What follows belongs to an exercise in optimizing a design on an open flow for small area, a short achievable clock period and few clock cycles per item; a production flow would make more cautious choices.
At most, simulation tests tie the RTL to the original design; equivalence was not proved.
No functional check of the RTL was part of runs 2 and 3.
Power is estimated from default activity; no workload was simulated.

===== design.v =====
package mipsPkg;
    localparam int dataWidth    = 32;
    localparam int regAddrWidth = 5;
    localparam int opWidth      = 6;
    localparam int functWidth   = 6;
    localparam int immWidth     = 16;
    localparam int aluOpWidth   = 4;
    localparam logic [opWidth-1:0] opRtype  = 6'b000000;
    localparam logic [opWidth-1:0] opRegimm = 6'b000001;
    localparam logic [opWidth-1:0] opBeq    = 6'b000100;
    localparam logic [opWidth-1:0] opBne    = 6'b000101;
    localparam logic [opWidth-1:0] opBlez   = 6'b000110;
    localparam logic [opWidth-1:0] opBgtz   = 6'b000111;
    localparam logic [opWidth-1:0] opAddi   = 6'b001000;
    localparam logic [opWidth-1:0] opAddiu  = 6'b001001;
    localparam logic [opWidth-1:0] opSlti   = 6'b001010;
    localparam logic [opWidth-1:0] opSltiu  = 6'b001011;
    localparam logic [opWidth-1:0] opAndi   = 6'b001100;
    localparam logic [opWidth-1:0] opOri    = 6'b001101;
    localparam logic [opWidth-1:0] opXori   = 6'b001110;
    localparam logic [opWidth-1:0] opLui    = 6'b001111;
    localparam logic [functWidth-1:0] functSll  = 6'b000000;
    localparam logic [functWidth-1:0] functSrl  = 6'b000010;
    localparam logic [functWidth-1:0] functSra  = 6'b000011;
    localparam logic [functWidth-1:0] functSllv = 6'b000100;
    localparam logic [functWidth-1:0] functSrlv = 6'b000110;
    localparam logic [functWidth-1:0] functSrav = 6'b000111;
    localparam logic [functWidth-1:0] functAdd  = 6'b100000;
    localparam logic [functWidth-1:0] functAddu = 6'b100001;
    localparam logic [functWidth-1:0] functSub  = 6'b100010;
    localparam logic [functWidth-1:0] functSubu = 6'b100011;
    localparam logic [functWidth-1:0] functAnd  = 6'b100100;
    localparam logic [functWidth-1:0] functOr   = 6'b100101;
    localparam logic [functWidth-1:0] functXor  = 6'b100110;
    localparam logic [functWidth-1:0] functNor  = 6'b100111;
    localparam logic [functWidth-1:0] functSlt  = 6'b101010;
    localparam logic [functWidth-1:0] functSltu = 6'b101011;
    localparam logic [aluOpWidth-1:0] aluZero = 4'd0;    
    localparam logic [aluOpWidth-1:0] aluAdd  = 4'd1;
    localparam logic [aluOpWidth-1:0] aluSub  = 4'd2;
    localparam logic [aluOpWidth-1:0] aluSlt  = 4'd3;
    localparam logic [aluOpWidth-1:0] aluSltu = 4'd4;
    localparam logic [aluOpWidth-1:0] aluAnd  = 4'd5;
    localparam logic [aluOpWidth-1:0] aluOr   = 4'd6;
    localparam logic [aluOpWidth-1:0] aluXor  = 4'd7;
    localparam logic [aluOpWidth-1:0] aluNor  = 4'd8;
    localparam logic [aluOpWidth-1:0] aluSll  = 4'd9;
    localparam logic [aluOpWidth-1:0] aluSrl  = 4'd10;
    localparam logic [aluOpWidth-1:0] aluSra  = 4'd11;
endpackage
`timescale 1ns/1ps
module instrDecode (
    input  logic                             clk,
    input  logic                             rstN,
    input  logic                             inValid,
    output logic                             inReady,
    input  logic [31:0]                      instr,
    input  logic [31:0]                      rsValue,
    input  logic [31:0]                      rtValue,
    output logic                             downValid,
    input  logic                             downReady,
    output logic [mipsPkg::aluOpWidth-1:0]   downAluOp,
    output logic                             downCarryIn,
    output logic                             downShiftLeft,
    output logic [31:0]                      downPropagate,
    output logic [31:0]                      downGenerate,
    output logic [4:0]                       downShiftAmtLo,
    output logic [4:0]                       downShiftAmtHi,
    output logic [4:0]                       downDest,
    output logic                             downBranchTaken,
    output logic                             downIllegal
);
    logic [5:0]  op;
    logic [5:0]  fn;
    logic [4:0]  rtF;
    logic        isR;
    logic        isRegimm;
    logic [mipsPkg::aluOpWidth-1:0] aluOp;
    logic        branch;
    logic        illegal;
    logic        isLui;
    logic        useImm;
    logic        sub;
    logic [31:0] imm;
    logic [31:0] operandA;
    logic [31:0] operandB;
    logic        shiftLeft;
    logic [31:0] rtOrdered;
    logic        passB;
    logic [4:0]  shiftAmt;
    logic [4:0]  dest;
    logic        rsZero;
    logic        rsNeg;
    logic        eq;
    logic        taken;
    assign op  = instr[31:26];
    assign fn  = instr[5:0];
    assign rtF = instr[20:16];
    assign isR      = (op == mipsPkg::opRtype);
    assign isRegimm = (op == mipsPkg::opRegimm);
    always_comb begin
        aluOp   = mipsPkg::aluZero;
        branch  = 1'b0;
        illegal = 1'b0;
        if (isR) begin
            case (fn)
                mipsPkg::functAdd, mipsPkg::functAddu: aluOp = mipsPkg::aluAdd;
                mipsPkg::functSub, mipsPkg::functSubu: aluOp = mipsPkg::aluSub;
                mipsPkg::functAnd:  aluOp = mipsPkg::aluAnd;
                mipsPkg::functOr:   aluOp = mipsPkg::aluOr;
                mipsPkg::functXor:  aluOp = mipsPkg::aluXor;
                mipsPkg::functNor:  aluOp = mipsPkg::aluNor;
                mipsPkg::functSlt:  aluOp = mipsPkg::aluSlt;
                mipsPkg::functSltu: aluOp = mipsPkg::aluSltu;
                mipsPkg::functSll, mipsPkg::functSllv: aluOp = mipsPkg::aluSll;
                mipsPkg::functSrl, mipsPkg::functSrlv: aluOp = mipsPkg::aluSrl;
                mipsPkg::functSra, mipsPkg::functSrav: aluOp = mipsPkg::aluSra;
                default:            illegal = 1'b1;
            endcase
        end else begin
            case (op)
                mipsPkg::opAddi, mipsPkg::opAddiu: aluOp = mipsPkg::aluAdd;
                mipsPkg::opSlti:  aluOp = mipsPkg::aluSlt;
                mipsPkg::opSltiu: aluOp = mipsPkg::aluSltu;
                mipsPkg::opAndi:  aluOp = mipsPkg::aluAnd;
                mipsPkg::opOri:   aluOp = mipsPkg::aluOr;
                mipsPkg::opXori:  aluOp = mipsPkg::aluXor;
                mipsPkg::opLui:   aluOp = mipsPkg::aluSrl;
                mipsPkg::opBeq, mipsPkg::opBne,
                mipsPkg::opBlez, mipsPkg::opBgtz: branch = 1'b1;
                mipsPkg::opRegimm: begin
                    if (rtF[4:1] == 4'd0) begin
                        branch = 1'b1;
                    end else begin
                        illegal = 1'b1;
                    end
                end
                default: illegal = 1'b1;
            endcase
        end
    end
    assign dest = (illegal || branch) ? 5'd0 : (isR ? instr[15:11] : rtF);
    assign isLui  = (op == mipsPkg::opLui);
    assign useImm = op[3];
    assign sub    = op[3] ? (op[1] && !op[2]) : (fn[5] && fn[1] && !fn[2]);
    assign imm    = isLui ? {instr[15:0], 16'd0}
                          : {{16{instr[15] && !op[2]}}, instr[15:0]};
    assign shiftLeft = (aluOp == mipsPkg::aluSll);
    always_comb begin
        for (int i = 0; i < 32; i++) begin
            rtOrdered[i] = (!fn[5] && !fn[1]) ? rtValue[31-i] : rtValue[i];
        end
    end
    assign operandB = (useImm ? imm : rtOrdered) ^ {32{sub}};
    assign passB    = op[3] ? (op[2:0] == 3'b111) : !fn[5];
    assign operandA = rsValue & {32{!passB}};
    assign shiftAmt = isLui ? 5'd0 : (fn[2] ? rsValue[4:0] : instr[10:6]);
    assign rsZero = (rsValue == 32'd0);
    assign rsNeg  = rsValue[31];
    assign eq     = (rsValue == rtValue);
    always_comb begin
        taken = 1'b0;
        if (isRegimm) begin
            taken = rtF[0] ? !rsNeg : rsNeg;
        end else begin
            case (op[1:0])
                2'b00: taken = eq;
                2'b01: taken = !eq;
                2'b10: taken = rsNeg || rsZero;
                2'b11: taken = !rsNeg && !rsZero;
            endcase
        end
        taken = taken && branch;
    end
    assign inReady = !downValid || downReady;
    always_ff @(posedge clk or negedge rstN) begin
        if (!rstN) begin
            downValid <= 1'b0;
        end else if (inReady) begin
            downValid <= inValid;
        end
    end
    always_ff @(posedge clk) begin
        if (inValid && inReady) begin
            downAluOp       <= aluOp;
            downCarryIn     <= sub;
            downShiftLeft   <= shiftLeft;
            downPropagate   <= operandA ^ operandB;
            downGenerate    <= operandA & operandB;
            downShiftAmtLo  <= shiftAmt;
            downShiftAmtHi  <= shiftAmt & {5{passB}};
            downDest        <= dest;
            downBranchTaken <= taken;
            downIllegal     <= illegal;
        end
    end
endmodule
`timescale 1ns/1ps
module aluExecute (
    input  logic [mipsPkg::aluOpWidth-1:0] aluOp,
    input  logic                           carryIn,
    input  logic                           shiftLeft,
    input  logic [31:0]                    propagate,
    input  logic [31:0]                    generate_,
    input  logic [4:0]                     shiftAmtLo,      
    input  logic [4:0]                     shiftAmtHi,      
    output logic [31:0]                    data
);
    logic        selSum, selSlt, selSltu, selAnd, selOr, selXor, selNor;
    logic        selSll, selSrl, selSra;
    logic        cin;
    logic [31:0] p;
    logic [31:0] g;
    logic [31:0] pp;
    logic [31:0] gg;
    logic [31:0] carry;
    logic [31:0] sum;
    logic        cout;
    logic        lessThan;
    logic [31:0] orv;
    logic [31:0] shIn;
    logic [31:0] shOut;
    logic        fill;
    assign selSum  = (aluOp == mipsPkg::aluAdd) || (aluOp == mipsPkg::aluSub);
    assign selSlt  = (aluOp == mipsPkg::aluSlt);
    assign selSltu = (aluOp == mipsPkg::aluSltu);
    assign selAnd  = (aluOp == mipsPkg::aluAnd);
    assign selOr   = (aluOp == mipsPkg::aluOr);
    assign selXor  = (aluOp == mipsPkg::aluXor);
    assign selNor  = (aluOp == mipsPkg::aluNor);
    assign selSll  = shiftLeft;
    assign selSrl  = (aluOp == mipsPkg::aluSrl);
    assign selSra  = (aluOp == mipsPkg::aluSra);
    assign cin     = carryIn;
    assign p = propagate;
    assign g = generate_;
    always_comb begin
        gg = g;
        pp = p;
        for (int l = 0; l < 5; l++) begin
            for (int j = 0; j < 32; j++) begin
                if (j[l]) begin
                    gg[j] = gg[j] | (pp[j] & gg[((j >> l) << l) - 1]);
                    pp[j] = pp[j] & pp[((j >> l) << l) - 1];
                end
            end
        end
    end
    assign carry = {gg[30:0] | (pp[30:0] & {31{cin}}), cin};
    assign sum   = p ^ carry;
    assign cout  = gg[31] | (pp[31] & cin);
    assign lessThan = selSltu ? !cout : (p[31] ? sum[31] : g[31]);
    assign shIn  = p;
    assign fill  = selSra & p[31];
    always_comb begin
        logic [31:0] x;
        x = shIn;
        for (int l = 0; l < 5; l++) begin
            for (int i = 0; i < 32; i++) begin
                if ((i < 16) ? shiftAmtLo[l] : shiftAmtHi[l]) begin
                    x[i] = (i + (1 << l) < 32) ? x[i + (1 << l)] : fill;
                end
            end
        end
        shOut = x;
    end
    assign orv = p | g;
    always_comb begin
        for (int i = 0; i < 32; i++) begin
            data[i] = (selSum & sum[i])
                    | (selAnd & g[i])
                    | (selOr  & orv[i])
                    | (selXor & p[i])
                    | (selNor & !orv[i])
                    | ((selSrl | selSra) & shOut[i])
                    | (selSll & shOut[31-i]);
        end
        data[0] = data[0] | ((selSlt | selSltu) & lessThan);
    end
endmodule
`timescale 1ns/1ps
module resultStage (
    input  logic        clk,
    input  logic        rstN,
    input  logic        upValid,
    output logic        upReady,
    input  logic [31:0] upData,
    input  logic [4:0]  upDest,
    input  logic        upBranchTaken,
    input  logic        upIllegal,
    output logic        outValid,
    input  logic        outReady,
    output logic [31:0] outData,
    output logic [4:0]  outDest,
    output logic        outWriteEn,
    output logic        outBranchTaken,
    output logic        outIllegal
);
    logic load;
    assign upReady = !outValid || outReady;
    assign load    = upValid && upReady;
    always_ff @(posedge clk or negedge rstN) begin
        if (!rstN) begin
            outValid <= 1'b0;
        end else if (upReady) begin
            outValid <= upValid;
        end
    end
    always_ff @(posedge clk) begin
        if (load) begin
            outData        <= upData;
            outDest        <= upDest;
            outBranchTaken <= upBranchTaken;
            outIllegal     <= upIllegal;
        end
    end
    assign outWriteEn = (outDest != 5'd0);
endmodule
`timescale 1ns/1ps
module mipsExecUnit (
    input  logic                                clk,
    input  logic                                rstN,
    input  logic                                inValid,
    output logic                                inReady,
    input  logic [mipsPkg::dataWidth-1:0]       instr,
    input  logic [mipsPkg::dataWidth-1:0]       rsValue,
    input  logic [mipsPkg::dataWidth-1:0]       rtValue,
    output logic                                outValid,
    input  logic                                outReady,
    output logic [mipsPkg::dataWidth-1:0]       outData,
    output logic [mipsPkg::regAddrWidth-1:0]    outDest,
    output logic                                outWriteEn,
    output logic                                outBranchTaken,
    output logic                                outIllegal
);
    logic                               decValid;
    logic                               decReady;
    logic [mipsPkg::aluOpWidth-1:0]     decAluOp;
    logic                               decCarryIn;
    logic                               decShiftLeft;
    logic [31:0]                        decPropagate;
    logic [31:0]                        decGenerate;
    logic [4:0]                         decShiftAmtLo;
    logic [4:0]                         decShiftAmtHi;
    logic [4:0]                         decDest;
    logic                               decBranchTaken;
    logic                               decIllegal;
    logic [31:0]                        exeData;
    instrDecode uDecode (
        .clk             (clk),
        .rstN            (rstN),
        .inValid         (inValid),
        .inReady         (inReady),
        .instr           (instr),
        .rsValue         (rsValue),
        .rtValue         (rtValue),
        .downValid       (decValid),
        .downReady       (decReady),
        .downAluOp       (decAluOp),
        .downCarryIn     (decCarryIn),
        .downShiftLeft   (decShiftLeft),
        .downPropagate   (decPropagate),
        .downGenerate    (decGenerate),
        .downShiftAmtLo  (decShiftAmtLo),
        .downShiftAmtHi  (decShiftAmtHi),
        .downDest        (decDest),
        .downBranchTaken (decBranchTaken),
        .downIllegal     (decIllegal)
    );
    aluExecute uExecute (
        .aluOp    (decAluOp),
        .carryIn  (decCarryIn),
        .shiftLeft(decShiftLeft),
        .propagate(decPropagate),
        .generate_(decGenerate),
        .shiftAmtLo(decShiftAmtLo),
        .shiftAmtHi(decShiftAmtHi),
        .data     (exeData)
    );
    resultStage uResult (
        .clk            (clk),
        .rstN           (rstN),
        .upValid        (decValid),
        .upReady        (decReady),
        .upData         (exeData),
        .upDest         (decDest),
        .upBranchTaken  (decBranchTaken),
        .upIllegal      (decIllegal),
        .outValid       (outValid),
        .outReady       (outReady),
        .outData        (outData),
        .outDest        (outDest),
        .outWriteEn     (outWriteEn),
        .outBranchTaken (outBranchTaken),
        .outIllegal     (outIllegal)
    );
endmodule

===== flow/run.sh =====
#!/bin/bash
# Layout flow: the standard ORFS flow with two changes.
#  - Synthesis is the standard one except for the ABC script that maps the
#    combinational logic (flow/abc.script, &nf mapping), which also may not
#    use the 4-input mux cells.
#    Registers are mapped before ABC runs, so they are the standard ones.
#  - Port buffers are buf_2 cells instead of the delay cell buffer_ports picks.
set -euo pipefail
here=$(pwd)
flowdir=$(cd "$(dirname "${BASH_SOURCE[0]}")" && pwd)

# Cells ABC may not map to: the 4-input muxes are slow in the shifter
abc_extra_dont_use="sky130_fd_sc_hd__mux4_1 sky130_fd_sc_hd__mux4_2 sky130_fd_sc_hd__mux4_4"

# synth.tcl with the ABC script swapped
sed "s#  log_cmd abc {\*}\$abc_args#  set abc_args [lreplace \$abc_args 0 1 -script $flowdir/abc.script]\n  foreach c {$abc_extra_dont_use} { lappend abc_args -dont_use \$c }\n  log_cmd abc {*}\$abc_args#" \
    "$FLOW_HOME/scripts/synth.tcl" > "$here/synth_custom_abc.tcl"
grep -q "abc.script" "$here/synth_custom_abc.tcl"
sed "s#source \$::env(SCRIPTS_DIR)/synth.tcl#source $here/synth_custom_abc.tcl#" \
    "$here/synth_recipe.tcl" > "$here/synth_recipe_custom.tcl"
grep -q "synth_custom_abc.tcl" "$here/synth_recipe_custom.tcl"
sed "s#SYNTH_SCRIPT=[^ ]*synth_recipe.tcl#SYNTH_SCRIPT=$here/synth_recipe_custom.tcl#" \
    "$here/standard.sh" > "$here/standard_custom.sh"
grep -q "synth_recipe_custom.tcl" "$here/standard_custom.sh"

bash "$here/standard_custom.sh" \
    BUFFER_PORTS_ARGS="-buffer_cell sky130_fd_sc_hd__buf_2" finish > "$here/flow_make.log" 2>&1

===== flow/abc.script =====

&get -n
&st
&dch
&nf -D 2000
&put
topo
buffer -p
upsize -D 2000
dnsize -D 2000

===== standard.sh =====
#!/bin/bash
# synth_recipe.tcl (not shown) runs the flow's synth.tcl, then flattens the netlist and writes it again
# the make line also repeats each setting of config.mk as NAME=value (left out here)
make -C /OpenROAD-flow-scripts/flow DESIGN_CONFIG=/design/flow/config.mk WORK_HOME=/design/flow/orfs CLKGATE_MAP_FILE= SYNTH_SCRIPT=/design/flow/synth_recipe.tcl "${@:-finish}"

===== config.mk =====
export PLATFORM = sky130hd
export DESIGN_NAME = mipsExecUnit
export DESIGN_NICKNAME = mipsExecUnit
export VERILOG_FILES = /design/flow/design.v
export SDC_FILE = /design/flow/constraint.sdc
export NUM_CORES = 4
export LEC_CHECK = 0
export CAP_MARGIN = 20
export CORE_MARGIN = 2
export CORE_UTILIZATION = 40
export CTS_BUF_LIST = sky130_fd_sc_hd__clkbuf_8
export CTS_CLUSTER_DIAMETER = 100
export CTS_CLUSTER_SIZE = 30
export GPL_TIMING_DRIVEN = 1
export SETUP_SLACK_MARGIN = 2.0
export SLEW_MARGIN = 20

===== constraint.sdc =====
create_clock -name core_clock -period 5.0 [get_ports {clk}]
set_input_delay 1.0000 -clock core_clock [delete_from_list [all_inputs] [get_ports {clk}]]
set_output_delay 1.0000 -clock core_clock [all_outputs]
set_load 0.01 [all_outputs]

==> Flow_metrics.wiki, run 1 <==
{| class="wikitable"
! Metric !! Value
|-
| Run status || finished clean
|-
| Starting density of the core || 40.4%
|-
| Total Power || 3.47 mW
|-
| Post-synth EDFFs || 126
|-
| Vias post-DR || 9713
|-
| HP Class || input port to asynchronous set/reset pin
|-
| Warning count from the yosys run || 3
|-
| Post-route fraction of the period consumed by the critical path || 59.2%
|-
| Critical path start-end classification || register to register
|-
| Library cell with the highest instance count after synthesis || sky130_fd_sc_hd__edfxtp_1
|-
| Per-cell via count in the routed design || 6.02
|-
| Core utilization of the finished layout || 45.9%
|-
| Area contributors post-synth || sky130_fd_sc_hd__edfxtp_1, sky130_fd_sc_hd__mux2i_1, sky130_fd_sc_hd__xnor2_1, sky130_fd_sc_hd__a21oi_1, sky130_fd_sc_hd__o21ai_0
|-
| I/O Buffers || 136
|-
| Worst slew margin || 27.7%
|-
| Crit path top cell by count || sky130_fd_sc_hd__o21ai_0
|-
| Final-report setup violation count || 0
|-
| Async set or reset register ratio after synthesis || 1.56%
|-
| Layout overhead on the synthesized area || 13.5%
|-
| Non-Filler Instances || 1614
|-
| Die span in y || 166 um
|-
| Post-Place Cells || ~1600
|-
| Switching portion of total power || 37.2%
|-
| FF+latch count, synth || around 130
|-
| Initial antenna violation count || 0
|-
| Ys flop type || sky130_fd_sc_hd__edfxtp_1
|-
| GP Congestion || 0.972
|-
| Sw Pwr || 1.29 mW
|-
| Slowest cell delay on critical path || 0.61 ns
|-
| Number of core rows || a little under 60
|-
| Minimum clock period after layout || 2.96 ns
|-
| Pins Over Slew Limit || 0
|-
| Synth Net Count || 1314
|-
| Wirelength per Cell || between 20 and 25 um
|-
| Clock tree from TritonCTS || yes
|-
| Category of the worst setup path launch point || register
|-
| Power density of the placed cells || 292 mW/mm2
|-
| Tightest Pin Transition || 1.09 ns
|-
| Largest buffer count on any clock path || 2
|-
| Largest net degree at the start of global routing || 70
|-
| Part of the Yosys area used for sequential elements || 36.6%
|-
| Total congestion overflow after global routing || 0
|-
| Via count of the first global-routing pass || roughly 9100
|-
| Die X || 166 um
|-
| Critical Path Sink Type || register
|-
| RSZ-0062 raised after global routing || yes
|-
| Clock tree root driver cell || sky130_fd_sc_hd__clkbuf_8
|-
| Endpoint required time on the critical path || 5.25 ns
|-
| Initial detailed-routing violation count || about 870
|-
| Clock network power share || between 20% and 30%
|-
| Total standard cell area after synthesis || 0.0105 mm2
|-
| Hold Slack || 0.322 ns
|-
| Critical Path Slowest Stage Cell || sky130_fd_sc_hd__or2_2
|-
| Die ar. || 0.0275 mm2
|-
| Total negative slack for setup checks || 0 ns
|-
| Antenna diode count || 0
|-
| Sinks on Clock Net || 128
|-
| Maximum resistive drop on vdd || 133 uV
|-
| Top cell types by occurrence after synthesis || sky130_fd_sc_hd__edfxtp_1, sky130_fd_sc_hd__a21oi_1, sky130_fd_sc_hd__o21ai_0
|-
| Internal power component || 2.18 mW
|-
| Arrival time at the worst endpoint || 3.21 ns
|-
| Fraction of final layout cells with drive strength greater than 1 || 18.7%
|-
| Setup clock skew after layout || about 0.021 ns
|-
| Biggest area consumer among synthesized cells || sky130_fd_sc_hd__edfxtp_1
|-
| Post-Syn Instances || between 1000 and 1500
|-
| Top-level I/O count || 142
|-
| Fraction of power consumed by sequential logic || a little over two fifths
|-
| Total CTS buffers || 17
|-
| Final layout net count || between 1000 and 1500
|-
| Clk pin slew, worst setup/hold paths || ~0.1 ns
|-
| Highest Clock Rate || 338 MHz
|-
| Number of hold violations in the final report || 0
|-
| Htree depth || 4
|-
| Routed Wire Length || 35300 um
|-
| Overall track demand over capacity in global routing || roughly a quarter
|-
| Share of the synthesized area in the top cell type || 36.1%
|-
| Maximum fanout along the worst path || 27
|-
| Antenna violation net count after detailed routing || 0
|-
| Maxcap violations || 0
|-
| Core Area || 0.0259 mm2
|-
| Post-synthesis cell type count || 63
|-
| Average cell area after synthesis || 8.90 um2
|-
| Insertion delay of the later-clocked pin in the worst-skew pair || 0.46 ns
|-
| Crit path cell chain || nand2b_1 -> nor3b_2 -> or2_2 -> o21ai_0 -> o21ai_0 -> a221oi_1 -> o31ai_1
|-
| Leakage power of the design || about 4.5 nW
|-
| DRC errors left || 0
|-
| Fraction of power consumed by combinational cells || around 31%
|-
| Total half-perimeter wirelength after legalization and detailed placement || 27400 um
|-
| Detailed Routing Iterations Pass 1 || 5
|-
| Global-route wire length before repair || 53400 um
|}
==> state kept, by name, indices dropped and copies added, names as in the netlist, 4 cells and up <==
| register | flops |
|---|---|
| uResult.outData | 32 |
| uDecode.downShiftAmtHi | 5 |
| uDecode.downShiftAmtLo | 5 |
| uDecode.downDest | 5 |
| uDecode.downAluOp | 4 |
| uDecode.downPropagate | 32 |
| uDecode.downGenerate | 32 |
| uResult.outDest | 5 |
==> logic make-up (layout without fill, tap and decap cells) <==
group           count (synthesis)  after routing  share of synthesized area (%)
flops                         128            128                           36.6
buf+inv                       111            213                           4.05
simple gates                  365            365                           17.3
compound gates                367            367                           22.2
fa+ha+maj                      37             37                           4.42
xor+xnor                       80             80                           6.69
mux                            89             89                           8.77
==> through the flow <==
| stage | worst slack, ns | area [um2] |
|---|---|---|
| floorplan | 1.96 | 10500 |
| global placement | 1.29 | 11300 |
| detailed placement | 1.23 | 11300 |
| CTS | 2.01 | 11800 |
| global route | 1.88 | 11900 |
| finish | 2.04 | 11900 |
==> cell type report <==
type,instances,area (um2)
Clock inverter,15,151
Fill cell,2556,14000
Inverter,21,80.1
Clock buffer,17,234
Sequential cell,128,3830
Timing Repair Buffer,160,905
Tap cell,335,419
Multi-Input combinational cell,938,6260
==> layer usage <==
metal / vias up / track usage [%] / wire, um
met3: 91 / 3.60 / 2380
met1: 4542 / 35.2 / 16000
met4: 0 / 11.6 / 1620
met5: - / 0 / 0
met2: 464 / 37.9 / 15300
li1: 4616 / - / -
==> power groups by stage <==
stage / Sequential [mW] / Clock, mW / Combinational (mW)
floorplan: 1.43 / 0 / 0.722
global placement: 1.53 / 0 / 0.999
detailed placement: 1.53 / 0 / 1.01
CTS: 1.50 / 0.921 / 1.03
global route: 1.52 / 0.964 / 1.16
finish: 1.50 / 0.908 / 1.06
==> critical path: cells and delay by family (launching register included) <==
kind	cells	cell delay, ns
AO/OA/AOI/OAI	4	0.85
flip-flops	1	0.49
AND/OR/NAND/NOR	3	1.41
==> final timing paths <==
kind,cells past startpoint,endpoint,slack [ns],startpoint
setup / recovery,7,uResult.outData[22]$_DFFE_PP_,2.04,uDecode.downAluOp[3]$_DFFE_PP_
hold / removal,1,uResult.outValid$_DFFE_PN0P_,0.32,rstN
max in group asynchronous,1,uDecode.downValid$_DFFE_PN0N_,4.59,rstN
min in group core_clock,0,uResult.outIllegal$_DFFE_PP_,0.43,uDecode.downIllegal$_DFFE_PP_
hold reg to reg,0,uResult.outIllegal$_DFFE_PP_,0.43,uDecode.downIllegal$_DFFE_PP_
setup reg to reg,7,uResult.outData[22]$_DFFE_PP_,2.04,uDecode.downAluOp[3]$_DFFE_PP_
==> cell usage in the layout (no fill, tap or decap), drive strengths merged, types with 43 or more instances in the layout <==
cell type / instances
a21oi: 115
and2: 43
buf: 159
edfxtp: 126
mux2i: 67
nand2: 90
nor2: 82
nor3: 48
o21ai: 94
xnor2: 72
==> what timing repair did <==
| action | CTS | global route |
|---|---|---|
| gates resized for setup | 2 | 10 |
| pin swaps | 1 | 0 |
| setup buffers | 8 | 5 |
| endpoints found under the setup margin | 56 | 49 |
| hold buffers | 0 | 0 |
Testbench counts, summed over its fixed seeds: cycles 24,016, items 24,000.
==> run 2, diff against run 1 <==
--- a/design.v
+++ b/design.v
@@ -62,8 +62,5 @@
     output logic [mipsPkg::aluOpWidth-1:0]   downAluOp,
-    output logic                             downCarryIn,
-    output logic                             downShiftLeft,
     output logic [31:0]                      downPropagate,
     output logic [31:0]                      downGenerate,
-    output logic [4:0]                       downShiftAmtLo,
-    output logic [4:0]                       downShiftAmtHi,
+    output logic [4:0]                       downShiftAmt,
     output logic [4:0]                       downDest,
@@ -86,3 +83,2 @@
     logic [31:0] operandB;
-    logic        shiftLeft;
     logic [31:0] rtOrdered;
@@ -147,3 +143,2 @@
                           : {{16{instr[15] && !op[2]}}, instr[15:0]};
-    assign shiftLeft = (aluOp == mipsPkg::aluSll);
     always_comb begin
@@ -185,8 +180,5 @@
             downAluOp       <= aluOp;
-            downCarryIn     <= sub;
-            downShiftLeft   <= shiftLeft;
             downPropagate   <= operandA ^ operandB;
             downGenerate    <= operandA & operandB;
-            downShiftAmtLo  <= shiftAmt;
-            downShiftAmtHi  <= shiftAmt & {5{passB}};
+            downShiftAmt    <= shiftAmt;
             downDest        <= dest;
@@ -200,8 +192,5 @@
     input  logic [mipsPkg::aluOpWidth-1:0] aluOp,
-    input  logic                           carryIn,
-    input  logic                           shiftLeft,
     input  logic [31:0]                    propagate,
     input  logic [31:0]                    generate_,
-    input  logic [4:0]                     shiftAmtLo,      
-    input  logic [4:0]                     shiftAmtHi,      
+    input  logic [4:0]                     shiftAmt,
     output logic [31:0]                    data
@@ -230,6 +219,6 @@
     assign selNor  = (aluOp == mipsPkg::aluNor);
-    assign selSll  = shiftLeft;
+    assign selSll  = (aluOp == mipsPkg::aluSll);
     assign selSrl  = (aluOp == mipsPkg::aluSrl);
     assign selSra  = (aluOp == mipsPkg::aluSra);
-    assign cin     = carryIn;
+    assign cin     = (aluOp == mipsPkg::aluSub) || selSlt || selSltu;
     assign p = propagate;
@@ -259,3 +248,3 @@
             for (int i = 0; i < 32; i++) begin
-                if ((i < 16) ? shiftAmtLo[l] : shiftAmtHi[l]) begin
+                if (shiftAmt[l]) begin
                     x[i] = (i + (1 << l) < 32) ? x[i + (1 << l)] : fill;
@@ -338,8 +327,5 @@
     logic [mipsPkg::aluOpWidth-1:0]     decAluOp;
-    logic                               decCarryIn;
-    logic                               decShiftLeft;
     logic [31:0]                        decPropagate;
     logic [31:0]                        decGenerate;
-    logic [4:0]                         decShiftAmtLo;
-    logic [4:0]                         decShiftAmtHi;
+    logic [4:0]                         decShiftAmt;
     logic [4:0]                         decDest;
@@ -359,8 +345,5 @@
         .downAluOp       (decAluOp),
-        .downCarryIn     (decCarryIn),
-        .downShiftLeft   (decShiftLeft),
         .downPropagate   (decPropagate),
         .downGenerate    (decGenerate),
-        .downShiftAmtLo  (decShiftAmtLo),
-        .downShiftAmtHi  (decShiftAmtHi),
+        .downShiftAmt    (decShiftAmt),
         .downDest        (decDest),
@@ -371,8 +354,5 @@
         .aluOp    (decAluOp),
-        .carryIn  (decCarryIn),
-        .shiftLeft(decShiftLeft),
         .propagate(decPropagate),
         .generate_(decGenerate),
-        .shiftAmtLo(decShiftAmtLo),
-        .shiftAmtHi(decShiftAmtHi),
+        .shiftAmt (decShiftAmt),
         .data     (exeData)
--- a/flow/run.sh
+++ b/flow/run.sh
@@ -3,4 +3,3 @@
 #  - Synthesis is the standard one except for the ABC script that maps the
-#    combinational logic (flow/abc.script, &nf mapping), which also may not
-#    use the 4-input mux cells.
+#    combinational logic (flow/abc.script, delay-targeted &nf mapping).
 #    Registers are mapped before ABC runs, so they are the standard ones.
@@ -11,7 +10,4 @@
 
-# Cells ABC may not map to: the 4-input muxes are slow in the shifter
-abc_extra_dont_use="sky130_fd_sc_hd__mux4_1 sky130_fd_sc_hd__mux4_2 sky130_fd_sc_hd__mux4_4"
-
 # synth.tcl with the ABC script swapped
-sed "s#  log_cmd abc {\*}\$abc_args#  set abc_args [lreplace \$abc_args 0 1 -script $flowdir/abc.script]\n  foreach c {$abc_extra_dont_use} { lappend abc_args -dont_use \$c }\n  log_cmd abc {*}\$abc_args#" \
+sed "s#  log_cmd abc {\*}\$abc_args#  set abc_args [lreplace \$abc_args 0 1 -script $flowdir/abc.script]\n  log_cmd abc {*}\$abc_args#" \
     "$FLOW_HOME/scripts/synth.tcl" > "$here/synth_custom_abc.tcl"
==> run 2 against run 1 <==
Compared with the run above: still clean; synthesized area grew 0.14%; sequential share of layout area is 2.0 points lower; flip-flop and latch count down 7; worst hold slack got worse by 0.019 ns; setup slack improved by 0.0068 ns; sequential power fell by 5%; cell count down 0.62%; maximum frequency is 0.23% higher; critical path type unchanged.
==> Flow_metrics.wiki, run 2 <==
{| class="wikitable"
! Metric !! Value
|-
| Final-report setup violation count || 0 (unchanged)
|-
| Category of the worst setup path launch point || register
|-
| Initial antenna violation count || 0 (unchanged)
|-
| RSZ-0062 raised after global routing || yes
|-
| Total CTS buffers || 17 (unchanged)
|-
| Final layout net count || 1393 (-0.71%)
|-
| Library cell with the highest instance count after synthesis || sky130_fd_sc_hd__edfxtp_1
|-
| Ys flop type || sky130_fd_sc_hd__edfxtp_1
|-
| Post-route fraction of the period consumed by the critical path || 59.0% (-0.14 points)
|-
| DP Area || 0.0114 mm2 (+0.36%)
|-
| Global-route wire length before repair || 57300 um (+7.4%)
|-
| Detailed Routing Iterations Pass 1 || 6 (+1)
|-
| Leakage power of the design || 4.57 nW (+0.50%)
|-
| Top cell types by occurrence after synthesis || sky130_fd_sc_hd__edfxtp_1, sky130_fd_sc_hd__a21oi_1, sky130_fd_sc_hd__nand2_1
|-
| Antenna violation net count after detailed routing || 0 (unchanged)
|-
| Routed Wire Length || 37500 um (+6.1%)
|-
| Total congestion overflow after global routing || 0 (unchanged)
|-
| Largest net degree at the start of global routing || 59 (-16%)
|-
| Die ar. || 0.0275 mm2 (+0.14%)
|-
| Async set or reset register ratio after synthesis || 1.65% (+0.090 points)
|-
| Critical path start-end classification || register to register
|-
| Endpoint required time on the critical path || 5.17 ns (-0.08 ns)
|-
| Sinks on Clock Net || 121 (-5.5%)
|-
| FF+latch count, synth || 121 (-5.5%)
|-
| Arrival time at the worst endpoint || 3.12 ns (-0.09 ns)
|-
| Starting density of the core || 40.5% (+0.058 points)
|-
| R2R cell count || 7 (unchanged)
|-
| Run status || finished clean
|-
| Via count of the first global-routing pass || 9415 (+3.1%)
|-
| Htree depth || 4 (unchanged)
|-
| Finished Cell Area || 0.0120 mm2 (+0.80%)
|-
| Highest Clock Rate || 339 MHz (+0.23%)
|-
| Total negative slack for setup checks || 0 ns (unchanged)
|-
| Post-Syn Instances || 1165 (-1.0%)
|-
| Total standard cell area after synthesis || 0.0105 mm2 (+0.14%)
|-
| Part of the Yosys area used for sequential elements || 34.6% (-2.1 points)
|-
| Non-Filler Instances || 1604 (-0.62%)
|-
| Maximum fanout along the worst path || 10 (-63%)
|-
| Synth Net Count || 1302 (-0.91%)
|-
| Worst slack, placed || 1.35 ns (+0.124 ns)
|-
| Insertion delay of the later-clocked pin in the worst-skew pair || 0.46 ns (about the same)
|-
| Initial detailed-routing violation count || 1136 (+31%)
|-
| Registers with the most flip-flops || uDecode.downGenerate (32), uDecode.downPropagate (32), uResult.outData (32)
|-
| Critical Path Sink Type || register
|-
| Largest buffer count on any clock path || 2 (unchanged)
|-
| Internal reg-to-reg setup slack || 2.05 ns (about the same)
|-
| DRC errors left || 0 (unchanged)
|-
| Hold Slack || 0.304 ns (-0.0189 ns)
|-
| Layout overhead on the synthesized area || 14.2%
|-
| Per-cell via count in the routed design || 6.31 (+4.9%)
|-
| Number of core rows || 59 (unchanged)
|-
| Post-Place Cells || 1552 (-1.1%)
|-
| Pins Over Slew Limit || 0 (unchanged)
|-
| Maximum resistive drop on vdd || 122 uV (-7.7%)
|-
| Average cell area after synthesis || 9.00 um2 (+1.2%)
|-
| Clock tree from TritonCTS || yes
|-
| Clock tree root driver cell || sky130_fd_sc_hd__clkbuf_8
|-
| Die X || 166 um (about the same)
|-
| Antenna diode count || 0 (unchanged)
|-
| Post-CTS Hold Buffers || 0 (unchanged)
|-
| Post-synthesis cell type count || 71 (+13%)
|-
| Vias post-DR || 10124 (+4.2%)
|-
| Warning count from the yosys run || 3 (unchanged)
|-
| Number of hold violations in the final report || 0 (unchanged)
|-
| I/O Buffers || 136 (unchanged)
|-
| Fraction of final layout cells with drive strength greater than 1 || 20.7% (+2.0 points)
|-
| Worst slew margin || 20.6% (-7.1 points)
|-
| Maxcap violations || 0 (unchanged)
|-
| Tightest Pin Transition || 1.18 ns (+0.0963 ns)
|-
| GP Congestion || 0.983 (+1.1%)
|-
| Die span in y || 166 um (about the same)
|-
| Power density of the placed cells || 281 mW/mm2 (-3.6%)
|-
| Area contributors post-synth || sky130_fd_sc_hd__edfxtp_1, sky130_fd_sc_hd__mux4_2, sky130_fd_sc_hd__a21oi_1, sky130_fd_sc_hd__ha_1, sky130_fd_sc_hd__o21ai_0
|-
| Clk pin slew, worst setup/hold paths || 0.09 ns (about the same)
|-
| Share of the synthesized area in the top cell type || 34.1% (-2.1 points)
|-
| Setup ws final || 2.05 ns (+0.00678 ns)
|-
| Total Power || 3.37 mW (-2.8%)
|-
| Final-layout fill cell count || 2465 (-3.6%)
|-
| Overall track demand over capacity in global routing || 26.8% (+1.9 points)
|-
| Leading cell types in the layout, fill and taps excluded || sky130_fd_sc_hd__buf_2, sky130_fd_sc_hd__edfxtp_1, sky130_fd_sc_hd__a21oi_1
|-
| Wirelength per Cell || 23.4 um (+6.7%)
|-
| Minimum clock period after layout || 2.95 ns (-0.00678 ns)
|-
| Biggest area consumer among synthesized cells || sky130_fd_sc_hd__edfxtp_1
|-
| HP Class || input port to asynchronous set/reset pin
|-
| Leading cell type in the layout, fill and taps excluded || sky130_fd_sc_hd__buf_2
|-
| Core Area || 0.0259 mm2 (unchanged)
|-
| Core utilization of the finished layout || 46.2% (+0.37 points)
|-
| Setup clock skew after layout || 0.0207 ns (-0.000482 ns)
|-
| Total half-perimeter wirelength after legalization and detailed placement || 28500 um (+4.0%)
|-
| Top-level I/O count || 142 (unchanged)
|-
| Post-synth EDFFs || 119 (-5.6%)
|}
-- run 2: cell types whose count changed after synthesis, moves of 22 or more --
cell	change
sky130_fd_sc_hd__and2_1	-22
sky130_fd_sc_hd__mux4_2	+32
sky130_fd_sc_hd__a211oi_1	+24
sky130_fd_sc_hd__xor2_1	+27
sky130_fd_sc_hd__xnor2_1	-41
sky130_fd_sc_hd__mux2i_1	-42
sky130_fd_sc_hd__nor2b_1	+28
-- run 2: cells by family after synthesis --
kind of cell | after synthesis | share of synthesized area [%]
AO/OA/AOI/OAI | 389 | 24.4
XOR/XNOR | 66 | 5.51
adder cells (fa/ha/maj) | 37 | 4.41
buffers and inverters | 137 | 5.00
flip-flops | 121 | 34.6
multiplexers | 59 | 9.47
AND/OR/NAND/NOR | 356 | 16.7
-- run 2: area by class of cell --
class                      instances  area (um2)  area share [%]
tap                              335         419            3.50
clock buffer                      18         248            2.07
multi-input combinational        907        6420            53.6
clock inverter                    14         125            1.04
inverter                          34         131            1.10
timing repair buffer             175        1010            8.46
sequential                       121        3620            30.3
-- run 2: final timing paths --
kind,startpoint,end
setup / recovery,uDecode.downPropagate[3]$_DFFE_PP_,uResult.outData[20]$_DFFE_PP_
hold / removal,rstN,uResult.outValid$_DFFE_PN0P_
setup reg to reg,uDecode.downPropagate[3]$_DFFE_PP_,uResult.outData[20]$_DFFE_PP_
hold reg to reg,uDecode.downDest[3]$_SDFFCE_PP0P_,uResult.outDest[3]$_DFFE_PP_
max in group asynchronous,rstN,uDecode.downValid$_DFFE_PN0N_
min in group core_clock,uDecode.downDest[3]$_SDFFCE_PP0P_,uResult.outDest[3]$_DFFE_PP_
-- run 2: power by group --
group          internal, mW  leakage (nW)  switching (mW)
clock                 0.375         0.185           0.502
sequential             1.27          1.19           0.157
combinational         0.435          3.20           0.634
total                  2.08          4.57            1.29
-- run 2: timing repair --
item | in CTS | in global routing
buffers inserted | 14 | 6
endpoints found under the hold margin | 0 | 0
pin swaps | 0 | 0
setup endpoints to repair | 61 | 29
resized for setup | 3 | 11
cloned | 0 | 0
-- run 2: layer usage --
layer | global-route usage [%] | routed length (um) | part of all wire, %
met5 | 0 | 0 | 0
met4 | 11.0 | 1680 | 4.5
met3 | 4.19 | 3030 | 8.1
met2 | 40.2 | 16200 | 43
met1 | 38.7 | 16600 | 44
-- run 2: worst max-delay path, stage by stage, from the launching register on --
cell and delay [ns]:
sky130_fd_sc_hd__edfxtp_1 0.53, sky130_fd_sc_hd__and2_0 0.22, sky130_fd_sc_hd__a221o_1 0.43, sky130_fd_sc_hd__a21oi_1 0.34
sky130_fd_sc_hd__o221a_2 0.43, sky130_fd_sc_hd__nand2_1 0.28, sky130_fd_sc_hd__a211oi_1 0.25, sky130_fd_sc_hd__o21ai_0 0.19
==> run 3, diff against run 2 <==
--- a/config.mk
+++ b/config.mk
@@ -9,3 +9,3 @@
 export CORE_MARGIN = 2
-export CORE_UTILIZATION = 40
+export CORE_UTILIZATION = 55
 export CTS_BUF_LIST = sky130_fd_sc_hd__clkbuf_8
==> run 3 against run 2 <==
Compared with the run above: still clean on timing, DRC and antenna; via count is 0.92% lower; sequential power hardly changed; clock-buffer cell count fell by 1; clock skew increased by 0.0032 ns; non-clock buffer count fell by 19; synthesized area stayed put; maximum frequency up 0.45%; global-route usage grew 8.5 points; largest cell class unchanged; largest power group unchanged.
==> Flow_metrics.wiki, run 3 <==
{| class="wikitable"
! Metric !! Value
|-
| Fraction of final layout cells with drive strength greater than 1 || 19.3% (-1.4 points)
|-
| Core Area || 0.0187 mm2 (-28%)
|-
| Number of core rows || 50 (-15%)
|-
| Slowest cell delay on critical path || 0.62 ns (+0.09 ns)
|-
| Fraction of power consumed by sequential logic || 43.6% (+1.3 points)
|-
| Category of the worst setup path launch point || input port
|-
| WP buf/inv || 3 (+3)
|-
| Warning count from the yosys run || 3 (unchanged)
|-
| Sinks on Clock Net || 121 (unchanged)
|-
| Leading cell types in the layout, fill and taps excluded || sky130_fd_sc_hd__buf_2, sky130_fd_sc_hd__edfxtp_1, sky130_fd_sc_hd__a21oi_1
|-
| Clock tree from TritonCTS || yes
|-
| Initial detailed-routing violation count || 1207 (+6.3%)
|-
| Global-route wire length before repair || 53500 um (-6.7%)
|-
| Leading cell type in the layout, fill and taps excluded || sky130_fd_sc_hd__buf_2
|-
| Registers with the most flip-flops || uDecode.downGenerate (32), uDecode.downPropagate (32), uResult.outData (32)
|-
| Minimum clock period after layout || 2.94 ns (-0.0132 ns)
|-
| Total negative slack for setup checks || 0 ns (unchanged)
|-
| Largest buffer count on any clock path || 2 (unchanged)
|-
| Wirelength per Cell || 24.1 um (+3.1%)
|-
| Die span in y || 142 um (-14%)
|-
| Number of hold violations in the final report || 0 (unchanged)
|-
| HP Class || input port to asynchronous set/reset pin
|-
| Final-report setup violation count || 0 (unchanged)
|-
| Via count of the first global-routing pass || 9233 (-1.9%)
|-
| Arrival time at the worst endpoint || 3.12 ns (about the same)
|-
| Share of the synthesized area in the top cell type || 34.1% (unchanged)
|-
| Maximum fanout along the worst path || 13 (+3)
|-
| Die X || 142 um (-14%)
|-
| Setup clock skew after layout || 0.0239 ns (+0.00323 ns)
|-
| Crit path cell chain || buf_2 -> inv_1 -> nand2_1 -> nor3b_1 -> a21oi_4 -> buf_4 -> xor2_1 -> ha_1
|-
| Total CTS buffers || 17 (unchanged)
|-
| Leakage power of the design || 4.46 nW (-2.5%)
|-
| Total standard cell area after synthesis || 0.0105 mm2 (unchanged)
|-
| Clock tree root driver cell || sky130_fd_sc_hd__clkbuf_8
|-
| Top cell types by occurrence after synthesis || sky130_fd_sc_hd__edfxtp_1, sky130_fd_sc_hd__a21oi_1, sky130_fd_sc_hd__nand2_1
|-
| Post-synthesis cell type count || 71 (unchanged)
|-
| Highest Clock Rate || 340 MHz (+0.45%)
|-
| Final layout net count || 1376 (-1.2%)
|-
| Top-level I/O count || 142 (unchanged)
|-
| Synth Net Count || 1302 (unchanged)
|-
| I/O Buffers || 136 (unchanged)
|-
| Launch point of the worst reg-to-reg path || uDecode.downPropagate[11]$_DFFE_PP_
|-
| Tightest Pin Transition || 1.14 ns (-0.0408 ns)
|-
| Power density of the placed cells || 283 mW/mm2 (+0.72%)
|-
| Ys flop type || sky130_fd_sc_hd__edfxtp_1
|-
| Die ar. || 0.0202 mm2 (-27%)
|-
| Per-cell via count in the routed design || 6.76 (+7.1%)
|-
| Biggest area consumer among synthesized cells || sky130_fd_sc_hd__edfxtp_1
|-
| Largest net degree at the start of global routing || 59 (unchanged)
|-
| Fraction of power consumed by combinational cells || 30.9% (-0.8 points)
|-
| Hold Slack || 0.320 ns (+0.0164 ns)
|-
| Post-Syn Instances || 1165 (unchanged)
|-
| Sw Pwr || 1.19 mW (-7.9%)
|-
| Detailed Routing Iterations Pass 1 || 13 (+7)
|-
| Critical Path Slowest Stage Cell || sky130_fd_sc_hd__nor3b_1
|-
| Post-synth EDFFs || 119 (unchanged)
|-
| Htree depth || 4 (unchanged)
|-
| Starting density of the core || 56.1% (+16 points)
|-
| Critical path start-end classification || input port to register
|-
| Initial antenna violation count || 0 (unchanged)
|-
| Clock network power share || 25.6% (-0.4 points)
|-
| Post-route fraction of the period consumed by the critical path || 58.8% (-0.26 points)
|-
| Maximum resistive drop on vdd || 187 uV (+53%)
|-
| Layout overhead on the synthesized area || 11.4%
|-
| Switching portion of total power || 35.9% (-2.4 points)
|-
| FF+latch count, synth || 121 (unchanged)
|-
| Antenna diode count || 0 (unchanged)
|-
| Worst slack, placed || 1.30 ns (-0.0536 ns)
|-
| Total half-perimeter wirelength after legalization and detailed placement || 26600 um (-6.9%)
|-
| Timing startpoint of the critical path || instr[2]
|-
| Vias post-DR || 10031 (-0.92%)
|-
| Part of the Yosys area used for sequential elements || 34.6% (unchanged)
|-
| Run status || finished clean
|-
| Setup ws final || 2.06 ns (+0.0132 ns)
|-
| Critical Path Sink Type || register
|-
| DRC errors left || 0 (unchanged)
|-
| Library cell with the highest instance count after synthesis || sky130_fd_sc_hd__edfxtp_1
|-
| Clk pin slew, worst setup/hold paths || 0.08 ns (about the same)
|-
| DP Area || 0.0112 mm2 (-1.5%)
|-
| GP Congestion || 1.01 (+3.2%)
|-
| Routed Wire Length || 35800 um (-4.6%)
|-
| Overall track demand over capacity in global routing || 35.3% (+8.5 points)
|-
| Area contributors post-synth || sky130_fd_sc_hd__edfxtp_1, sky130_fd_sc_hd__mux4_2, sky130_fd_sc_hd__a21oi_1, sky130_fd_sc_hd__ha_1, sky130_fd_sc_hd__o21ai_0
|-
| Antenna violation net count after detailed routing || 0 (unchanged)
|-
| Maxcap violations || 0 (unchanged)
|-
| Final-layout fill cell count || 1639 (-34%)
|-
| Endpoint required time on the critical path || 5.18 ns (about the same)
|-
| Pins Over Slew Limit || 0 (unchanged)
|-
| Total congestion overflow after global routing || 0 (unchanged)
|-
| Finished Cell Area || 0.0117 mm2 (-2.5%)
|-
| Insertion delay of the later-clocked pin in the worst-skew pair || 0.45 ns (about the same)
|-
| Worst slew margin || 24.0% (+3.4 points)
|-
| Internal power component || 2.12 mW (+2.1%)
|-
| Async set or reset register ratio after synthesis || 1.65% (unchanged)
|-
| RSZ-0062 raised after global routing || no
|-
| Critical path's top delay family || simple AND/OR/NAND/NOR gates
|-
| Average cell area after synthesis || 9.00 um2 (unchanged)
|}
## run 3: cell types whose count changed in the layout (fill, tap and decap cells not counted), moves of 3 or more
cell                         delta
sky130_fd_sc_hd__buf_4         -18
sky130_fd_sc_hd__clkinv_4       -3
sky130_fd_sc_hd__clkinvlp_4     +4
sky130_fd_sc_hd__inv_6          -5
## run 3: path summary, 6_finish.rpt
path | endpoint | depth (start not counted) | slack, ns
worst min-delay path | uDecode.downValid$_DFFE_PN0N_ | 1 | 0.32
min in group core_clock | uResult.outDest[4]$_DFFE_PP_ | 0 | 0.42
max in group asynchronous | uResult.outValid$_DFFE_PN0P_ | 1 | 4.59
worst min register to register | uResult.outDest[4]$_DFFE_PP_ | 0 | 0.42
worst max register to register | uResult.outData[0]$_DFFE_PP_ | 7 | 2.08
worst max-delay path | uDecode.downPropagate[9]$_DFFE_PP_ | 8 | 2.06
## run 3: logic make-up (layout without fill, tap and decap cells)
group           after synthesis  count (layout)  synth area share [%]
compound gates              389             390                  24.4
simple gates                356             356                  16.7
buf+inv                     137             221                  5.00
flops                       121             121                  34.6
xor+xnor                     66              66                  5.51
mux                          59              59                  9.47
fa+ha+maj                    37              37                  4.41
## run 3: layer usage
metal  part of all wire (%)  track usage (%)  vias up
met5                      0                0        -
met3                     11             6.49      144
met4                    7.0             21.2        0
met2                     42             52.3      737
met1                     40             48.3     4557
li1                       -                -     4593
## run 3: power by group through the flow
stage | Sequential (mW) | Clock, mW | Combinational, mW
global placement | 1.45 | 0 | 0.955
floorplan | 1.35 | 0 | 0.715
CTS | 1.43 | 0.852 | 0.982
finish | 1.44 | 0.846 | 1.02
global route | 1.45 | 0.897 | 1.11
detailed placement | 1.46 | 0 | 0.969
## run 3: metrics by stage
step	utilization, %	total power, mW	instances
5_1_grt	62.5	3.45	1484
3_5_place_dp	59.8	2.43	1446
6_report	62.5	3.31	1484
3_3_place_gp	59.8	2.41	1446
4_1_cts	62.0	3.27	1478
2_1_floorplan	-	2.07	1165
## run 3: timing repair
item / 4_1_cts / 5_1_grt
hold buffers: 0 / 0
endpoints found under the setup margin: 75 / 29
cloned: 0 / 2
gates resized for setup: 5 / 11
buffers inserted: 2 / 4
## run 3: final cells by class
class	count	area, um2	share of cell area, %
tap	234	293	2.51
multi-input combinational	908	6410	54.9
sequential	121	3620	31.0
inverter	34	135	1.16
clock inverter	13	133	1.14
timing repair buffer	156	850	7.27
clock buffer	17	234	2.00
timing repair inverter	1	5.00	0.0428
==> run 4, diff against run 3 <==
--- a/design.v
+++ b/design.v
@@ -209,2 +209,3 @@
     logic [31:0] orv;
+    logic [31:0] early;
     logic [31:0] shIn;
@@ -258,10 +259,11 @@
         for (int i = 0; i < 32; i++) begin
-            data[i] = (selSum & sum[i])
-                    | (selAnd & g[i])
-                    | (selOr  & orv[i])
-                    | (selXor & p[i])
-                    | (selNor & !orv[i])
-                    | ((selSrl | selSra) & shOut[i])
-                    | (selSll & shOut[31-i]);
+            early[i] = (selSum & p[i])
+                     | (selAnd & g[i])
+                     | (selOr  & orv[i])
+                     | (selXor & p[i])
+                     | (selNor & !orv[i])
+                     | ((selSrl | selSra) & shOut[i])
+                     | (selSll & shOut[31-i]);
         end
+        data    = early ^ (carry & {32{selSum}});
         data[0] = data[0] | ((selSlt | selSltu) & lessThan);
--- a/config.mk
+++ b/config.mk
@@ -9,3 +9,3 @@
 export CORE_MARGIN = 2
-export CORE_UTILIZATION = 55
+export CORE_UTILIZATION = 40
 export CTS_BUF_LIST = sky130_fd_sc_hd__clkbuf_8
==> run 4 against run 3 <==
Compared with the run above: still clean on timing, DRC and antenna; routed wire length down 2.2%; sequential power about the same; synthesized cell count down 4.5%; clock skew down 0.0053 ns; flip-flop and latch count unchanged; maximum frequency up 0.76%; non-clock buffer count up 10; combinational power about the same; cell area down 1.6%; critical path type is now register to register.
==> Flow_metrics.wiki, run 4 <==
{| class="wikitable"
! Metric !! Value
|-
| Run status || finished clean
|-
| Critical path start-end classification || register to register
|-
| Total negative slack for setup checks || 0 ns (unchanged)
|-
| Library cell with the highest instance count after synthesis || sky130_fd_sc_hd__a21oi_1
|-
| Number of core rows || 57 (+14%)
|-
| Overall track demand over capacity in global routing || 26.3% (-9.0 points)
|-
| Insertion delay of the later-clocked pin in the worst-skew pair || 0.46 ns (about the same)
|-
| Largest buffer count on any clock path || 2 (unchanged)
|-
| Post-CTS Hold Buffers || 0 (unchanged)
|-
| Setup clock skew after layout || 0.0187 ns (-0.00525 ns)
|-
| Via count of the first global-routing pass || 8720 (-5.6%)
|-
| Minimum clock period after layout || 2.92 ns (-0.0221 ns)
|-
| Leading cell types in the layout, fill and taps excluded || sky130_fd_sc_hd__buf_2, sky130_fd_sc_hd__a21oi_1, sky130_fd_sc_hd__edfxtp_1
|-
| Final-layout fill cell count || 2403 (+47%)
|-
| Multiplexer area fraction after synthesis || 9.44% (-0.029 points)
|-
| Clock tree from TritonCTS || yes
|-
| Power density of the placed cells || 292 mW/mm2 (+2.9%)
|-
| FF+latch count, synth || 121 (unchanged)
|-
| Total standard cell area after synthesis || 0.0100 mm2 (-4.5%)
|-
| Async set or reset register ratio after synthesis || 1.65% (unchanged)
|-
| Post-Syn Instances || 1113 (-4.5%)
|-
| Crit path cell chain || and4b_1 -> nand2_1 -> nand2_1 -> a21boi_0 -> o21ai_0 -> o21ai_0 -> xnor2_1 -> o311ai_0
|-
| Leading cell type in the layout, fill and taps excluded || sky130_fd_sc_hd__buf_2
|-
| Critical Path Sink Type || register
|-
| Critical Path Slowest Stage Cell || sky130_fd_sc_hd__edfxtp_1
|-
| Clk pin slew, worst setup/hold paths || 0.09 ns (about the same)
|-
| Area fraction in compound gates after synthesis || 23.6% (-0.77 points)
|-
| Post-Place Cells || 1508 (+4.3%)
|-
| Non-Filler Instances || 1556 (+4.9%)
|-
| Warning count from the yosys run || 3 (unchanged)
|-
| Average cell area after synthesis || 9.00 um2 (about the same)
|-
| Clock tree root driver cell || sky130_fd_sc_hd__clkbuf_8
|-
| Top-level I/O count || 142 (unchanged)
|-
| Share of the synthesized area in the top cell type || 35.7% (+1.6 points)
|-
| Maximum fanout along the worst path || 11 (-2)
|-
| Wirelength per Cell || 22.5 um (-6.8%)
|-
| Ys flop type || sky130_fd_sc_hd__edfxtp_1
|-
| Pins Over Slew Limit || 0 (unchanged)
|-
| Final-report setup violation count || 0 (unchanged)
|-
| Endpoint required time on the critical path || 5.19 ns (about the same)
|-
| Worst slew margin || 28.8% (+4.8 points)
|-
| Detailed Routing Iterations Pass 1 || 7 (-6)
|-
| Total congestion overflow after global routing || 0 (unchanged)
|-
| RSZ-0062 raised after global routing || yes
|-
| GP Congestion || 0.967 (-4.7%)
|-
| Post-route fraction of the period consumed by the critical path || 58.3% (-0.44 points)
|-
| Final layout net count || 1355 (-1.5%)
|-
| Dominant combinational cell family by area after synthesis || compound AO/OA/AOI/OAI gates
|-
| Total half-perimeter wirelength after legalization and detailed placement || 26200 um (-1.4%)
|-
| Part of the Yosys area used for sequential elements || 36.2% (+1.6 points)
|-
| DRC errors left || 0 (unchanged)
|-
| Initial detailed-routing violation count || 1100 (-8.9%)
|-
| Largest net degree at the start of global routing || 81 (+37%)
|-
| Hold Slack || 0.299 ns (-0.0211 ns)
|-
| Number of hold violations in the final report || 0 (unchanged)
|-
| HP Class || input port to asynchronous set/reset pin
|-
| Registers with the most flip-flops || uDecode.downGenerate (32), uDecode.downPropagate (32), uResult.outData (32)
|-
| Die span in y || 162 um (+14%)
|-
| Post-synth EDFFs || 119 (unchanged)
|-
| Fraction of final layout cells with drive strength greater than 1 || 20.3% (+1.0 points)
|-
| Arrival time at the worst endpoint || 3.10 ns (-0.02 ns)
|-
| Vias post-DR || 9496 (-5.3%)
|-
| Synth Net Count || 1249 (-4.1%)
|-
| Highest Clock Rate || 343 MHz (+0.76%)
|-
| Antenna violation net count after detailed routing || 0 (unchanged)
|-
| Global-route wire length before repair || 52200 um (-2.3%)
|-
| Post-synthesis adder-cell area fraction || 4.50% (+0.083 points)
|-
| Antenna diode count || 0 (unchanged)
|-
| Fraction of the mapped netlist area in simple logic gates || 15.0% (-1.6 points)
|-
| I/O Buffers || 136 (unchanged)
|-
| Sinks on Clock Net || 121 (unchanged)
|-
| Leakage power of the design || 4.36 nW (-2.2%)
|-
| Per-cell via count in the routed design || 6.10 (-9.7%)
|-
| Area contributors post-synth || sky130_fd_sc_hd__edfxtp_1, sky130_fd_sc_hd__a21oi_1, sky130_fd_sc_hd__mux4_2, sky130_fd_sc_hd__ha_1, sky130_fd_sc_hd__o21ai_0
|-
| Die ar. || 0.0263 mm2 (+30%)
|-
| Category of the worst setup path launch point || register
|-
| Top cell types by occurrence after synthesis || sky130_fd_sc_hd__a21oi_1, sky130_fd_sc_hd__edfxtp_1, sky130_fd_sc_hd__nand2_1
|-
| Die X || 162 um (+14%)
|-
| Maxcap violations || 0 (unchanged)
|-
| Maximum resistive drop on vdd || 139 uV (-26%)
|-
| Starting density of the core || 40.9% (-15 points)
|-
| Layout overhead on the synthesized area || 14.7%
|-
| Tightest Pin Transition || 1.07 ns (-0.0735 ns)
|-
| Htree depth || 4 (unchanged)
|-
| Biggest area consumer among synthesized cells || sky130_fd_sc_hd__edfxtp_1
|-
| Initial antenna violation count || 1 (+1)
|-
| Post-synthesis xor/xnor area fraction || 6.82% (+1.3 points)
|-
| Core Area || 0.0245 mm2 (+31%)
|-
| Slowest cell delay on critical path || 0.57 ns (-0.05 ns)
|-
| Post-synthesis cell type count || 61 (-14%)
|-
| Total CTS buffers || 17 (unchanged)
|-
| Routed Wire Length || 35000 um (-2.2%)
|}
-- run 4: cell count changes in the layout (fill, tap and decap cells not counted), moves of 9 or more --
cell                       delta
sky130_fd_sc_hd__and2_1      -15
sky130_fd_sc_hd__a21oi_1     +28
sky130_fd_sc_hd__a31oi_1     +11
sky130_fd_sc_hd__nand3_1      -9
sky130_fd_sc_hd__nor3_1      -18
sky130_fd_sc_hd__nor2_1      +22
sky130_fd_sc_hd__buf_4        +9
sky130_fd_sc_hd__a211oi_1    -27
sky130_fd_sc_hd__a22oi_1     +10
-- run 4: kinds of logic (layout without fill, tap and decap cells) --
family,count (synthesis),count (layout)
AOI/OAI and AO/OA,382,382
and+or+nand+nor,325,325
DFF,121,121
buffers and inverters,112,231
xor gates and xnor gates,78,78
muxes,59,59
adders and majority gates,36,36
-- run 4: worst max-delay path: cells and delay by family, from the launching register on --
family,cells,cell delay (ns)
AO/OA/AOI/OAI,4,0.92
XOR/XNOR,1,0.15
AND/OR/NAND/NOR,3,1.00
flip-flops,1,0.57
-- run 4: routing by layer --
layer  share of wire [%]  global-route usage (%)  routed length [um]
met1                  43                    37.7               15200
met2                  43                    38.9               15100
met5               0.031                       0                  11
met4                 3.7                    10.5                1290
met3                 9.7                    5.57                3390
-- run 4: final cells by class --
class | instances | area, um2 | area share (%)
Sequential cell | 121 | 3620 | 31.5
Timing Repair inverter | 1 | 7.51 | 0.0653
Inverter | 32 | 124 | 1.08
Clock buffer | 17 | 234 | 2.04
Clock inverter | 15 | 155 | 1.35
Tap cell | 324 | 405 | 3.53
Timing Repair Buffer | 166 | 931 | 8.10
Multi-Input combinational cell | 880 | 6010 | 52.3
-- run 4: where the power goes --
part	internal [mW]	total (mW)	switching [mW]	leakage, nW
registers	1.28	1.43	0.154	1.19
clock network	0.411	0.888	0.476	0.186
logic	0.420	1.03	0.607	2.98
total	2.11	3.35	1.24	4.36
-- run 4: worst paths after layout --
path | startpoint | endpoint | slack (ns) | cells after the start
min in group core_clock | uDecode.downDest[4]$_SDFFCE_PP0P_ | uResult.outDest[4]$_DFFE_PP_ | 0.43 | 0
max in group asynchronous | rstN | uResult.outValid$_DFFE_PN0P_ | 4.60 | 1
worst max-delay path | uDecode.downAluOp[1]$_DFFE_PP_ | uResult.outData[0]$_DFFE_PP_ | 2.08 | 8
worst min register to register | uDecode.downDest[4]$_SDFFCE_PP0P_ | uResult.outDest[4]$_DFFE_PP_ | 0.43 | 0
worst max register to register | uDecode.downAluOp[1]$_DFFE_PP_ | uResult.outData[0]$_DFFE_PP_ | 2.08 | 8
worst min-delay path | rstN | uDecode.downValid$_DFFE_PN0N_ | 0.30 | 1
-- run 4: timing repair --
item / in CTS / in global routing
setup buffers: 9 / 6
endpoints found under the setup margin: 32 / 29
gates resized for setup: 4 / 6
pin swaps: 1 / 0
gates cloned: 1 / 0
-- run 4: metrics by stage --
| stage | power (mW) | area [um2] | setup WS (ns) | utilization (%) |
|---|---|---|---|---|
| after global routing | 3.52 | 11500 | 1.92 | 47.0 |
| after global placement | 2.42 | 10900 | 1.46 | 44.6 |
| final | 3.35 | 11500 | 2.08 | 47.0 |
| after detailed placement | 2.43 | 10900 | 1.43 | 44.6 |
| after floorplan | 2.06 | 10000 | 2.13 | - |
| after CTS | 3.34 | 11400 | 2.03 | 46.6 |
Testbench counts of run 4, summed over its fixed seeds: cycles 24,016, items 24,000.
==> run 5, diff against run 4 <==
--- a/flow/run.sh
+++ b/flow/run.sh
@@ -6,2 +6,3 @@
 #  - Port buffers are buf_2 cells instead of the delay cell buffer_ports picks.
+#  - Clock tree synthesis adds no dummy loads to the clock tree.
 set -euo pipefail
@@ -22,2 +23,4 @@
 bash "$here/standard_custom.sh" \
-    BUFFER_PORTS_ARGS="-buffer_cell sky130_fd_sc_hd__buf_2" finish > "$here/flow_make.log" 2>&1
+    BUFFER_PORTS_ARGS="-buffer_cell sky130_fd_sc_hd__buf_2" \
+    CTS_ARGS="-sink_clustering_enable -repair_clock_nets -buf_list sky130_fd_sc_hd__clkbuf_8 -dont_use_dummy_load" \
+    finish > "$here/flow_make.log" 2>&1
--- a/config.mk
+++ b/config.mk
@@ -14,3 +14,3 @@
 export GPL_TIMING_DRIVEN = 1
-export SETUP_SLACK_MARGIN = 2.0
+export SETUP_SLACK_MARGIN = 2.2
 export SLEW_MARGIN = 20
==> run 5 against run 4 <==
Compared with the run above: flip-flop and latch count is the same; largest power group unchanged; clock skew grew 0.0064 ns; synthesized cell count is the same; first-iteration DRC count is essentially flat; critical endpoint unchanged; largest cell class unchanged; still clean; sequential share of layout area shrank 0.43 points.
==> Flow_metrics.wiki, run 5 <==
{| class="wikitable"
! Metric !! Value
|-
| Ys flop type || sky130_fd_sc_hd__edfxtp_1
|-
| Final-report setup violation count || 0 (unchanged)
|-
| Leading cell type in the layout, fill and taps excluded || sky130_fd_sc_hd__buf_2
|-
| Sequential cell area || 0.00362 mm2 (unchanged)
|-
| Multiplexer area fraction after synthesis || 9.44% (unchanged)
|-
| Post-route fraction of the period consumed by the critical path || 56.2% (-2.1 points)
|-
| Total negative slack for setup checks || 0 ns (unchanged)
|-
| Async set or reset register ratio after synthesis || 1.65% (unchanged)
|-
| Tightest Pin Transition || 1.00 ns (-0.0635 ns)
|-
| Total half-perimeter wirelength after legalization and detailed placement || 26300 um (+0.54%)
|-
| Highest Clock Rate || 356 MHz (+3.7%)
|-
| Run status || finished clean
|-
| Antenna diode count || 0 (unchanged)
|-
| Setup clock skew after layout || 0.0251 ns (+0.00638 ns)
|-
| Post-CTS Hold Buffers || 0 (unchanged)
|-
| FF+latch count, synth || 121 (unchanged)
|-
| Wirelength per Cell || 22.6 um (+0.75%)
|-
| Largest net degree at the start of global routing || 81 (unchanged)
|-
| Maxcap violations || 0 (unchanged)
|-
| Largest buffer count on any clock path || 2 (unchanged)
|-
| Footprint of the multi-input gates || 0.00611 mm2 (+1.7%)
|-
| Synth Net Count || 1249 (unchanged)
|-
| Arrival time at the worst endpoint || 3.02 ns (-0.08 ns)
|-
| Library cell with the highest instance count after synthesis || sky130_fd_sc_hd__a21oi_1
|-
| Post-synthesis xor/xnor area fraction || 6.82% (unchanged)
|-
| Area fraction in compound gates after synthesis || 23.6% (unchanged)
|-
| Detailed Routing Iterations Pass 1 || 5 (-2)
|-
| Die span in y || 162 um (unchanged)
|-
| Post-synthesis cell type count || 61 (unchanged)
|-
| Number of core rows || 57 (unchanged)
|-
| Part of the Yosys area used for sequential elements || 36.2% (unchanged)
|-
| Launch point of the worst reg-to-reg path || uDecode.downGenerate[2]$_DFFE_PP_
|-
| Maximum fanout along the worst path || 5 (-6)
|-
| Post-Syn Instances || 1113 (unchanged)
|}
-- run 5: cell counts after synthesis --
No cell type changed its count.
-- run 5: critical path, stage by stage (launching register included) --
cell	delay, ns
sky130_fd_sc_hd__edfxtp_1	0.49
sky130_fd_sc_hd__a21o_1	0.22
sky130_fd_sc_hd__a31oi_1	0.21
sky130_fd_sc_hd__o211ai_1	0.23
sky130_fd_sc_hd__a211oi_2	0.35
sky130_fd_sc_hd__o211ai_1	0.15
sky130_fd_sc_hd__buf_4	0.18
sky130_fd_sc_hd__a221oi_1	0.34
sky130_fd_sc_hd__nor2b_1	0.08
sky130_fd_sc_hd__o311ai_0	0.35
-- run 5: worst max path at each step --
stage,start,to,depth (start not counted)
3_5_place_dp,uDecode.downShiftAmt[1]$_SDFFCE_PP0P_,uResult.outData[14]$_DFFE_PP_,9
4_1_cts,uDecode.downPropagate[25]$_DFFE_PP_,uResult.outData[27]$_DFFE_PP_,8
6_report,uDecode.downGenerate[2]$_DFFE_PP_,uResult.outData[0]$_DFFE_PP_,9
5_1_grt,uDecode.downAluOp[1]$_DFFE_PP_,uResult.outData[0]$_DFFE_PP_,8
2_1_floorplan,instr[29],uDecode.downPropagate[0]$_DFFE_PP_,7
3_3_place_gp,uDecode.downShiftAmt[1]$_SDFFCE_PP0P_,uResult.outData[14]$_DFFE_PP_,9
-- run 5: power by group --
part / internal [mW] / total [mW] / switching (mW)
logic: 0.462 / 1.11 / 0.649
clock network: 0.298 / 0.637 / 0.339
registers: 1.28 / 1.42 / 0.139
-- run 5: through the flow --
step / area, um2 / power [mW] / hold slack, ns / std cells
after floorplan: 10000 / 2.06 / 0.400 / 1113
after global placement: 10900 / 2.43 / 0.403 / 1511
after detailed placement: 10900 / 2.44 / 0.406 / 1511
after CTS: 11500 / 3.12 / 0.306 / 1562
after global routing: 11600 / 3.33 / 0.301 / 1569
final: 11600 / 3.17 / 0.334 / 1569
-- run 5: layer usage --
layer | up-vias | track usage (%) | share of wire [%]
met5 | - | 0 | 0
met4 | 0 | 9.41 | 3.7
met3 | 78 | 5.39 | 9.2
met2 | 628 | 40.0 | 44
met1 | 4435 | 37.7 | 43
li1 | 4465 | - | -
-- run 5: layout make-up --
class                      instances  area share, %
clock buffer                      17           2.01
inverter                          32           1.06
multi-input combinational        880           52.5
sequential                       121           31.1
tap                              324           3.48
timing repair buffer             194           9.78
timing repair inverter             1         0.0645
-- run 5: what timing repair did --
action	in CTS	in global routing
gates cloned	1	0
pin swaps	1	2
setup endpoints to repair	41	46
resized for setup	11	38
setup buffers	33	7
-- run 5: cell families after synthesis --
kind of cell | after synthesis
AO/OA/AOI/OAI | 382
XOR/XNOR | 78
buffers and inverters | 112
multiplexers | 59
adder cells (fa/ha/maj) | 36
flip-flops | 121
AND/OR/NAND/NOR | 325

Setup slack of run 5, layout unchanged: 2.190 ns with ideal ports, 2.190 ns with driving cells assumed (clock clkbuf_16, inputs buf_2), 1.833 ns with port delays also shifted by the 0.473 ns mid clock arrival.
